Context: an optimization exercise on an open-source flow, tuned for small area, a short achievable clock period and few clock cycles per item. The choices shown serve that exercise and are no tape-out recipe. The RTL was checked by simulation tests, not by an equivalence proof against the original design. Power figures rest on the tool's default switching activity, not on a simulated workload.

[run.sh]
#!/bin/bash
# synth_recipe.tcl (not shown) runs the flow's synth.tcl, then flattens the netlist and writes it again
# the make line also repeats each setting of config.mk as NAME=value (left out here)
make -C /OpenROAD-flow-scripts/flow DESIGN_CONFIG=/design/flow/config.mk WORK_HOME=/design/flow/orfs CLKGATE_MAP_FILE= SYNTH_SCRIPT=/design/flow/synth_recipe.tcl finish
[constraint.sdc]
create_clock -name core_clock -period 6.0 [get_ports {clock}]
set_input_delay 1.2000 -clock core_clock [delete_from_list [all_inputs] [get_ports {clock}]]
set_output_delay 1.2000 -clock core_clock [all_outputs]
set_load 0.01 [all_outputs]
[design.v]
package cpts_pkg;
   localparam int unsigned TASK_SLOTS_DEFAULT = 64;
   localparam int unsigned TASK_W  = 6;
   localparam int unsigned COUNT_W = 16;
   localparam int unsigned PRIO_W  = 8;
   localparam int unsigned NOPRE_W = 8;
   localparam int unsigned FUNC_W  = 3;
   localparam logic [FUNC_W-1:0] FUNC_TICK  = 3'd0;
   localparam logic [FUNC_W-1:0] FUNC_YIELD = 3'd1;
   localparam logic [FUNC_W-1:0] FUNC_PDIS  = 3'd2;
   localparam logic [FUNC_W-1:0] FUNC_PEN   = 3'd3;
   localparam logic [FUNC_W-1:0] FUNC_SET   = 3'd4;
   typedef logic signed [COUNT_W-1:0] count_type;
   localparam count_type COUNT_MIN  = 16'sh8000;
   localparam count_type COUNT_NONE = -16'sd1;
   localparam logic [NOPRE_W-1:0] NOPRE_MAX = 8'hFF;
   typedef struct packed {
      logic [FUNC_W-1:0]  func;
      logic [TASK_W-1:0]  slot;
      logic               present;
      logic               ready_req;
      logic [PRIO_W-1:0]  prio;
      logic [7:0]         start_count;
   } req_payload_type;
   typedef struct packed {
      logic [TASK_W-1:0]  current_task;
      logic               switched;
      logic               rescheduled;
      count_type          current_count;
   } rsp_payload_type;
   typedef struct packed {
      logic               present;
      logic               ready;
      count_type          count;
      logic [PRIO_W-1:0]  prio;
      logic [NOPRE_W-1:0] nopre;
   } entry_type;
   localparam int unsigned ENTRY_W = 1 + 1 + COUNT_W + PRIO_W + NOPRE_W;
   typedef struct packed {
      logic clear;
      logic sample;
   } scan_ctrl_type;
   typedef struct packed {
      count_type best;
      count_type zero_count;
   } scan_result_type;
   function automatic entry_type reset_entry(input logic is_slot0);
      reset_entry = {is_slot0, is_slot0, COUNT_W'(0), is_slot0 ? PRIO_W'(1) : PRIO_W'(0), NOPRE_W'(0)};
   endfunction
endpackage
module cpts_ram #(
   parameter int unsigned WIDTH = 8,
   parameter int unsigned DEPTH = 64
) (
   input  logic                     clock,
   input  logic                     wr_en,
   input  logic [$clog2(DEPTH)-1:0] wr_addr,
   input  logic [WIDTH-1:0]         wr_data,
   input  logic [$clog2(DEPTH)-1:0] rd_addr,
   output logic [WIDTH-1:0]         rd_data
);
   logic [WIDTH-1:0] mem_ff [DEPTH];
   logic [WIDTH-1:0] rd_data_ff;
   always_ff @(posedge clock) begin
      if (wr_en) begin
         mem_ff[wr_addr] <= wr_data;
      end
      rd_data_ff <= mem_ff[rd_addr];
   end
   assign rd_data = rd_data_ff;
endmodule
module cpts_scan #(
   parameter int unsigned TASK_SLOTS = cpts_pkg::TASK_SLOTS_DEFAULT
) (
   input  logic                          clock,
   input  cpts_pkg::scan_ctrl_type       ctrl,
   input  logic [$clog2(TASK_SLOTS)-1:0] idx,
   input  cpts_pkg::entry_type           entry,
   output cpts_pkg::scan_result_type     result,
   output logic [$clog2(TASK_SLOTS)-1:0] win
);
   localparam int unsigned IDX_W = $clog2(TASK_SLOTS);
   cpts_pkg::count_type          best_ff,  best_in;
   cpts_pkg::count_type          zero_ff,  zero_in;
   logic [IDX_W-1:0]   win_ff,   win_in;
   always_comb begin
      best_in = best_ff;
      zero_in = zero_ff;
      win_in  = win_ff;
      priority if (ctrl.clear) begin
         best_in = cpts_pkg::COUNT_NONE;
         win_in  = '0;
      end else if (ctrl.sample) begin
         if (idx == '0) begin
            zero_in = entry.count;
         end
         if (entry.present && entry.ready && (entry.count > best_ff)) begin
            best_in = entry.count;
            win_in  = idx;
         end
      end
   end
   always_ff @(posedge clock) begin
      best_ff <= best_in;
      zero_ff <= zero_in;
      win_ff  <= win_in;
   end
   assign result.best       = best_ff;
   assign result.zero_count = zero_ff;
   assign win               = win_ff;
endmodule
module counter_priority_task_scheduler_core #(
   parameter int unsigned TASK_SLOTS = cpts_pkg::TASK_SLOTS_DEFAULT
) (
   input  logic          clock,
   input  logic          reset,
   input  logic          req_valid,
   output logic          req_ready,
   input  logic [2:0]    req_func,
   input  logic [5:0]    req_slot,
   input  logic          req_present,
   input  logic          req_ready_req,
   input  logic [7:0]    req_prio,
   input  logic [7:0]    req_start_count,
   output logic          rsp_valid,
   input  logic          rsp_ready,
   output logic [5:0]    rsp_current_task,
   output logic          rsp_switched,
   output logic          rsp_rescheduled,
   output logic [15:0]   rsp_current_count
);
   cpts_pkg::req_payload_type req_payload;
   assign req_payload = {req_func, req_slot, req_present, req_ready_req, req_prio,
                         req_start_count};
   localparam int unsigned IDX_W = $clog2(TASK_SLOTS);
   localparam logic [IDX_W-1:0] LAST_IDX = IDX_W'(TASK_SLOTS - 1);
   typedef enum logic [9:0] {
      ST_CLEAR       = 10'b00_0000_0001,
      ST_IDLE        = 10'b00_0000_0010,
      ST_MODIFY      = 10'b00_0000_0100,
      ST_SCAN        = 10'b00_0000_1000,
      ST_SCAN_WAIT   = 10'b00_0001_0000,
      ST_DECIDE      = 10'b00_0010_0000,
      ST_REFILL      = 10'b00_0100_0000,
      ST_REFILL_WAIT = 10'b00_1000_0000,
      ST_DONE        = 10'b01_0000_0000,
      ST_SPARE       = 10'b10_0000_0000
   } state_type;
   state_type         state_ff,     state_in;
   logic [IDX_W-1:0]  addr_ff,      addr_in;
   logic              pending_ff,   pending_in;
   logic [IDX_W-1:0]  pend_idx_ff;
   cpts_pkg::req_payload_type   req_ff,       req_in;
   logic [IDX_W-1:0]  run_ff,       run_in;
   logic [IDX_W-1:0]  prev_ff,      prev_in;
   logic              sched_ff,     sched_in;
   cpts_pkg::count_type         res_count_ff, res_count_in;
   logic              rsp_valid_ff, rsp_valid_in;
   cpts_pkg::rsp_payload_type   rsp_data_ff,  rsp_data_in;
   logic              wr_en;
   logic [IDX_W-1:0]  wr_addr;
   cpts_pkg::entry_type         wr_data;
   logic [IDX_W-1:0]  rd_addr;
   logic [cpts_pkg::ENTRY_W-1:0] rd_raw;
   cpts_pkg::entry_type         cur;
   cpts_pkg::entry_type         upd;
   cpts_pkg::count_type         tick_count;
   logic              slot_ok;
   cpts_pkg::scan_ctrl_type     scan_ctrl;
   cpts_pkg::scan_result_type   scan_res;
   logic [IDX_W-1:0]  scan_win;
   cpts_ram #(
      .WIDTH (cpts_pkg::ENTRY_W),
      .DEPTH (TASK_SLOTS)
   ) u_table (
      .clock   (clock),
      .wr_en   (wr_en),
      .wr_addr (wr_addr),
      .wr_data (wr_data),
      .rd_addr (rd_addr),
      .rd_data (rd_raw)
   );
   assign cur = cpts_pkg::entry_type'(rd_raw);
   cpts_scan #(
      .TASK_SLOTS (TASK_SLOTS)
   ) u_scan (
      .clock  (clock),
      .ctrl   (scan_ctrl),
      .idx    (pend_idx_ff),
      .entry  (cur),
      .result (scan_res),
      .win    (scan_win)
   );
   assign req_ready         = (state_ff == ST_IDLE);
   assign rsp_valid         = rsp_valid_ff;
   assign rsp_current_task  = rsp_data_ff.current_task;
   assign rsp_switched      = rsp_data_ff.switched;
   assign rsp_rescheduled   = rsp_data_ff.rescheduled;
   assign rsp_current_count = rsp_data_ff.current_count;
   assign slot_ok    = (32'(req_ff.slot) < TASK_SLOTS);
   assign tick_count = (cur.count == cpts_pkg::COUNT_MIN) ? cur.count : cur.count - 16'sd1;
   assign pending_in = (state_ff == ST_SCAN) || (state_ff == ST_REFILL);
   always_comb begin
      state_in     = state_ff;
      addr_in      = addr_ff;
      req_in       = req_ff;
      run_in       = run_ff;
      prev_in      = prev_ff;
      sched_in     = sched_ff;
      res_count_in = res_count_ff;
      rsp_valid_in = rsp_valid_ff && !rsp_ready;
      rsp_data_in  = rsp_data_ff;
      wr_en        = 1'b0;
      wr_addr      = addr_ff;
      wr_data      = cur;
      rd_addr      = addr_ff;
      upd          = cur;
      scan_ctrl    = '0;
      unique case (state_ff)
         ST_CLEAR: begin
            wr_en   = 1'b1;
            wr_data = cpts_pkg::reset_entry(addr_ff == '0);
            if (addr_ff == LAST_IDX) begin
               state_in = ST_IDLE;
               addr_in  = '0;
            end else begin
               addr_in = addr_ff + IDX_W'(1);
            end
         end
         ST_IDLE: begin
            rd_addr = run_ff;
            if (req_valid) begin
               req_in   = req_payload;
               prev_in  = run_ff;
               state_in = ST_MODIFY;
            end
         end
         ST_MODIFY: begin
            wr_addr      = run_ff;
            sched_in     = 1'b0;
            res_count_in = cur.count;
            unique case (req_ff.func)
               cpts_pkg::FUNC_TICK: begin
                  wr_en = 1'b1;
                  if ((tick_count > 16'sd0) || (cur.nopre != '0)) begin
                     upd.count = tick_count;
                  end else begin
                     upd.count = '0;
                     sched_in  = 1'b1;
                  end
                  wr_data      = upd;
                  res_count_in = upd.count;
               end
               cpts_pkg::FUNC_YIELD: begin
                  wr_en        = 1'b1;
                  upd.count    = '0;
                  sched_in     = 1'b1;
                  wr_data      = upd;
                  res_count_in = upd.count;
               end
               cpts_pkg::FUNC_PDIS: begin
                  wr_en = 1'b1;
                  if (cur.nopre != cpts_pkg::NOPRE_MAX) begin
                     upd.nopre = cur.nopre + cpts_pkg::NOPRE_W'(1);
                  end
                  wr_data = upd;
               end
               cpts_pkg::FUNC_PEN: begin
                  wr_en = 1'b1;
                  if (cur.nopre != '0) begin
                     upd.nopre = cur.nopre - cpts_pkg::NOPRE_W'(1);
                  end
                  wr_data = upd;
               end
               cpts_pkg::FUNC_SET: begin
                  if (slot_ok) begin
                     wr_en           = 1'b1;
                     wr_addr         = IDX_W'(req_ff.slot);
                     wr_data.present = req_ff.present;
                     wr_data.ready   = req_ff.ready_req;
                     wr_data.prio    = (req_ff.prio == '0) ? cpts_pkg::PRIO_W'(1) : req_ff.prio;
                     wr_data.count   = cpts_pkg::count_type'({8'd0, req_ff.start_count});
                     wr_data.nopre   = '0;
                     if (IDX_W'(req_ff.slot) == run_ff) begin
                        res_count_in = wr_data.count;
                     end
                  end
               end
               default: begin
               end
            endcase
            addr_in  = '0;
            state_in = sched_in ? ST_SCAN : ST_DONE;
         end
         ST_SCAN: begin
            scan_ctrl.clear  = (addr_ff == '0);
            scan_ctrl.sample = pending_ff;
            if (addr_ff == LAST_IDX) begin
               state_in = ST_SCAN_WAIT;
            end else begin
               addr_in = addr_ff + IDX_W'(1);
            end
         end
         ST_SCAN_WAIT: begin
            scan_ctrl.sample = pending_ff;
            state_in         = ST_DECIDE;
         end
         ST_DECIDE: begin
            if (scan_res.best == '0) begin
               addr_in  = '0;
               state_in = ST_REFILL;
            end else begin
               run_in       = scan_win;
               res_count_in = (scan_res.best == cpts_pkg::COUNT_NONE) ? scan_res.zero_count
                                                            : scan_res.best;
               state_in     = ST_DONE;
            end
         end
         ST_REFILL, ST_REFILL_WAIT: begin
            wr_en         = pending_ff && cur.present;
            wr_addr       = pend_idx_ff;
            upd.count     = (cur.count >>> 1) + cpts_pkg::count_type'({8'd0, cur.prio});
            wr_data       = upd;
            if (state_ff == ST_REFILL_WAIT) begin
               addr_in  = '0;
               state_in = ST_SCAN;
            end else if (addr_ff == LAST_IDX) begin
               state_in = ST_REFILL_WAIT;
            end else begin
               addr_in = addr_ff + IDX_W'(1);
            end
         end
         ST_DONE: begin
            if (!rsp_valid_ff || rsp_ready) begin
               rsp_valid_in              = 1'b1;
               rsp_data_in.current_task  = cpts_pkg::TASK_W'(run_ff);
               rsp_data_in.switched      = (run_ff != prev_ff);
               rsp_data_in.rescheduled   = sched_ff;
               rsp_data_in.current_count = res_count_ff;
               state_in                  = ST_IDLE;
            end
         end
         default: begin
            state_in = ST_IDLE;
         end
      endcase
   end
   always_ff @(posedge clock) begin
      if (reset) begin
         state_ff     <= ST_CLEAR;
         addr_ff      <= '0;
         pending_ff   <= 1'b0;
         run_ff       <= '0;
         rsp_valid_ff <= 1'b0;
      end else begin
         state_ff     <= state_in;
         addr_ff      <= addr_in;
         pending_ff   <= pending_in;
         run_ff       <= run_in;
         rsp_valid_ff <= rsp_valid_in;
      end
   end
   always_ff @(posedge clock) begin
      pend_idx_ff  <= addr_ff;
      req_ff       <= req_in;
      prev_ff      <= prev_in;
      sched_ff     <= sched_in;
      res_count_ff <= res_count_in;
      rsp_data_ff  <= rsp_data_in;
   end
endmodule
[config.mk]
export PLATFORM = sky130hd
export DESIGN_NAME = counter_priority_task_scheduler_core
export DESIGN_NICKNAME = counter_priority_task_scheduler_core
export VERILOG_FILES = /design/flow/design.v
export SDC_FILE = /design/flow/constraint.sdc
export NUM_CORES = 4
export LEC_CHECK = 0
export CAP_MARGIN = 20
export CORE_MARGIN = 2
export CORE_UTILIZATION = 40
export SLEW_MARGIN = 20
==> impl_metrics.json <==
{
  "syn-mean-instance-area_um2": 15.1,
  "avgRoutedWirePerCell_um": 30.2,
  "ys_seq_elements": 2351,
  "cp-start-kind": "flop",
  "antenna_found_initial": 14,
  "nets": 6391,
  "drv_cap": 0,
  "tritoncts": "built",
  "yosys_warnings": 3,
  "coreArea_mm2": 0.230,
  "tightestPinTransition_ps": 1230,
  "cts_max_level": 4,
  "drt-initial-drc-count": 8518,
  "synth_top_area_cell": "edfxtp_1",
  "multi_input_area_mm2": 0.0223,
  "async_flop_share": 0,
  "cts_resized": 0,
  "placed_area_mm2": 0.0994,
  "setup_viol": 0,
  "cts_buffers": 225,
  "irDropWorstVdd_mv": 0.277,
  "detail_route.first_pass.iterations": 7,
  "root_buffer": "clkbuf_16",
  "cellPowerDensity_mw_per_mm2": 390,
  "period_share": 0.848,
  "critPathMaxFanout": 72,
  "io_buffers": 56,
  "total_power_w": 0.0416,
  "fmax_mhz": 197,
  "synth_cell_type_count": 77,
  "area_growth_pct": 14.9,
  "skew_ps": 48.5,
  "gp_congestion": 0.888,
  "cts_hold_buf": 0,
  "dieArea_mm2": 0.236,
  "syn_inst": 6141,
  "synth-edff-count": 2266,
  "synth_nets": 6205,
  "wl_met3_um": 30200,
  "hold_viol_final": 0,
  "cts_sinks": 2351,
  "clkSlewWorstSetupHoldPaths_ps": 60,
  "syn_area_mm2": 0.0928,
  "m1WireLength_um": 116000,
  "clkLatencyLatePin_ps": 890,
  "synthTopCellsByArea": "edfxtp_1 73%, mux4_2 5.4%, nand2_1 4.9%",
  "register_area_mm2": 0.0697,
  "drive_above_1_share": 0.146,
  "cts_buffer_depth": 3,
  "fin_hold_ws_ps": 420,
  "grt_overflow": 0,
  "yosysTopAreaCellShare": 0.733,
  "reg2reg_depth": 8,
  "fp.dieH_um": 486,
  "first_global_vias": 54700,
  "fin_area_mm2": 0.107,
  "vias_per_cell": 6.05,
  "routed_wl_um": 289000,
  "critPathCaptureType": "flop",
  "dieWidth_um": 486,
  "rows": 176,
  "grt_pass1_wl_um": 410000,
  "p_leak_nw": 34.9,
  "slew_violations": 0,
  "critPathKind": "flop to flop",
  "rsz0062_at_grt": "false",
  "cts_setup_buffers": 0,
  "fin_tns_setup_ps": 0,
  "io_pins": 57,
  "outcome": "finished clean",
  "grt_max_degree": 131,
  "slew_headroom": 0.179,
  "grt_usage": 0.241,
  "ant_nets": 0,
  "min_path_type": "flop to flop",
  "synth_seq_area_share": 0.751,
  "post-route-drc-count": 0,
  "fillers": 19700,
  "arrival_ps": 5860,
  "start_util": 0.403,
  "dpl.hpwl_um": 166000,
  "synthFlopType": "edfxtp_1",
  "fin_crit_ps": 5090,
  "num_vias": 57800,
  "worst_slack_ps": 912,
  "place_ws_ps": 829,
  "crit_required_ps": 6770,
  "highest_layer": "met5",
  "met2_length_um": 134000,
  "hold_depth": 0
}
stage by stage:
step,cells,utilization
after floorplan,6141,-
after global placement,9124,0.431
after detailed placement,9126,0.431
after CTS,9552,0.463
after global routing,9553,0.463
final,9555,0.463
metal layers:
| layer | vias up | track usage |
|---|---|---|
| met2 | 3449 | 0.378 |
| met1 | 29800 | 0.338 |
| met3 | 531 | 0.0479 |
| met4 | 4 | 0.0774 |
| met5 | - | 0 |
| li1 | 24000 | - |
critical path: stages, from the launching register on:
cell     delay (ps)
dfxtp_1         350
or4_1           710
or3_1           730
mux2_8          850
buf_4           490
mux4_2          370
a22oi_1         280
nand4_1         480
or3_1           490
final cells by class:
class	count	area share
Inverter	40	0.00141
Clock buffer	308	0.0574
Clock inverter	118	0.0113
Multi-Input combinational cell	3384	0.209
Tap cell	3026	0.0355
Sequential cell	2351	0.654
Timing Repair Buffer	325	0.0313
Antenna cell	3	0.0000704
final timing paths:
kind	from	end	slack, ps
worst max-delay path	state_ff[8]	u_table.rd_data_ff[13]	910
worst min-delay path	res_count_ff[6]	rsp_data_ff[6]	420
worst max register to register	state_ff[8]	u_table.rd_data_ff[13]	910
worst min register to register	res_count_ff[6]	rsp_data_ff[6]	420
cell families (layout without fill, tap and decap cells):
family	after synthesis	count (layout)	synth area share
AOI/OAI and AO/OA	765	765	0.0551
xor gates and xnor gates	23	23	0.00217
adders and majority gates	33	33	0.00453
buffers and inverters	406	791	0.0189
DFF	2351	2351	0.751
muxes	290	290	0.0612
other	0	3	0
and+or+nand+nor	2273	2273	0.107
report_power, final:
part | leakage [nW] | switching [W] | internal, W | total, W
clock network | 3.56 | 0.00623 | 0.00790 | 0.0141
logic | 9.77 | 0.00496 | 0.00219 | 0.00715
registers | 21.6 | 0.000784 | 0.0195 | 0.0203
total | 34.9 | 0.0120 | 0.0296 | 0.0416
sequential cells by signal, indices dropped and copies added, names as in the netlist:
signal              cells
u_scan.win_ff           6
u_table.mem_ff       2176
state_ff                9
req_ff                 27
pending_ff              1
pend_idx_ff             6
u_scan.zero_ff         16
prev_ff                 6
u_table.rd_data_ff     34
rsp_data_ff            24
u_scan.best_ff         16
run_ff                  6
rsp_valid_ff            1
res_count_ff           16
sched_ff                1
addr_ff                 6
cells in the mapped netlist (20+ instances only):
library cell,number
o211ai_1,29
buf_2,72
a21oi_1,164
and3_1,50
clkbuf_1,220
inv_1,38
nand2_1,1215
nor3_1,40
or4_1,25
a311oi_1,20
a22oi_1,64
o2111ai_1,49
nand4_1,56
dfxtp_1,85
a32oi_1,22
nor2_1,224
nand3_1,561
a211oi_1,43
ha_1,32
edfxtp_1,2266
a31oi_1,92
buf_1,51
o22ai_1,26
mux2i_1,63
mux4_2,222
o21ai_0,130
nor4_1,22
layout by cell type, fill, tap and decap left out, types with 20 or more instances in the layout:
master,synthesis,final
a21oi_1,164,162
nand3_1,561,559
a211oi_1,43,43
inv_1,38,38
a31oi_1,92,92
mux2i_1,63,60
or4_1,25,25
a311oi_1,20,20
edfxtp_1,2266,2266
buf_12,0,59
o2111ai_1,49,49
nand4_1,56,56
nor4_1,22,21
nor3_1,40,39
clkinv_1,1,36
clkinv_2,0,41
o211ai_1,29,29
o21ai_0,130,113
clkbuf_1,220,67
clkdlybuf4s50_1,0,56
nor2_4,0,72
a32oi_1,22,22
clkbuf_16,0,227
nor2_1,224,146
ha_1,32,32
buf_4,7,209
o22ai_1,26,25
nand2_1,1215,1210
mux4_2,222,222
a22oi_1,64,64
dfxtp_1,85,85
and3_1,50,50
Testbench counts, summed over its fixed seeds: cycles 225,981, items 24,192.

-- re-timing with driven ports --
The results above use ideal ports. As a check the final layout listed here was re-extracted and re-timed, cells and wires unchanged. Step 1 (the two cells are an assumption about what drives the block):
set clk [get_ports {clock}]
set_driving_cell -lib_cell sky130_fd_sc_hd__clkbuf_16 $clk
set_driving_cell -lib_cell sky130_fd_sc_hd__buf_2 [delete_from_list [all_inputs] $clk]
Step 2 adds t to the input delays and takes it off the output delays; t is the mean of the earliest and latest rising clock arrival at the registers after step 1. Input paths then give back, and output paths get back, about the clock's delay inside the block. Slacks: no drivers / after step 1 / after step 2; pairs: no drivers / after step 1.
shift t [ns]: 0.962
setup WS [ns]: 0.912 / 0.912 / 0.912
worst setup path at the end: register to register
worst data-port slew with drivers (ns): 0.06
After both steps this run still meets setup and hold. For this run, drivers alone change the setup slack by 0.000 ns; drivers and shift together by 0.000 ns.
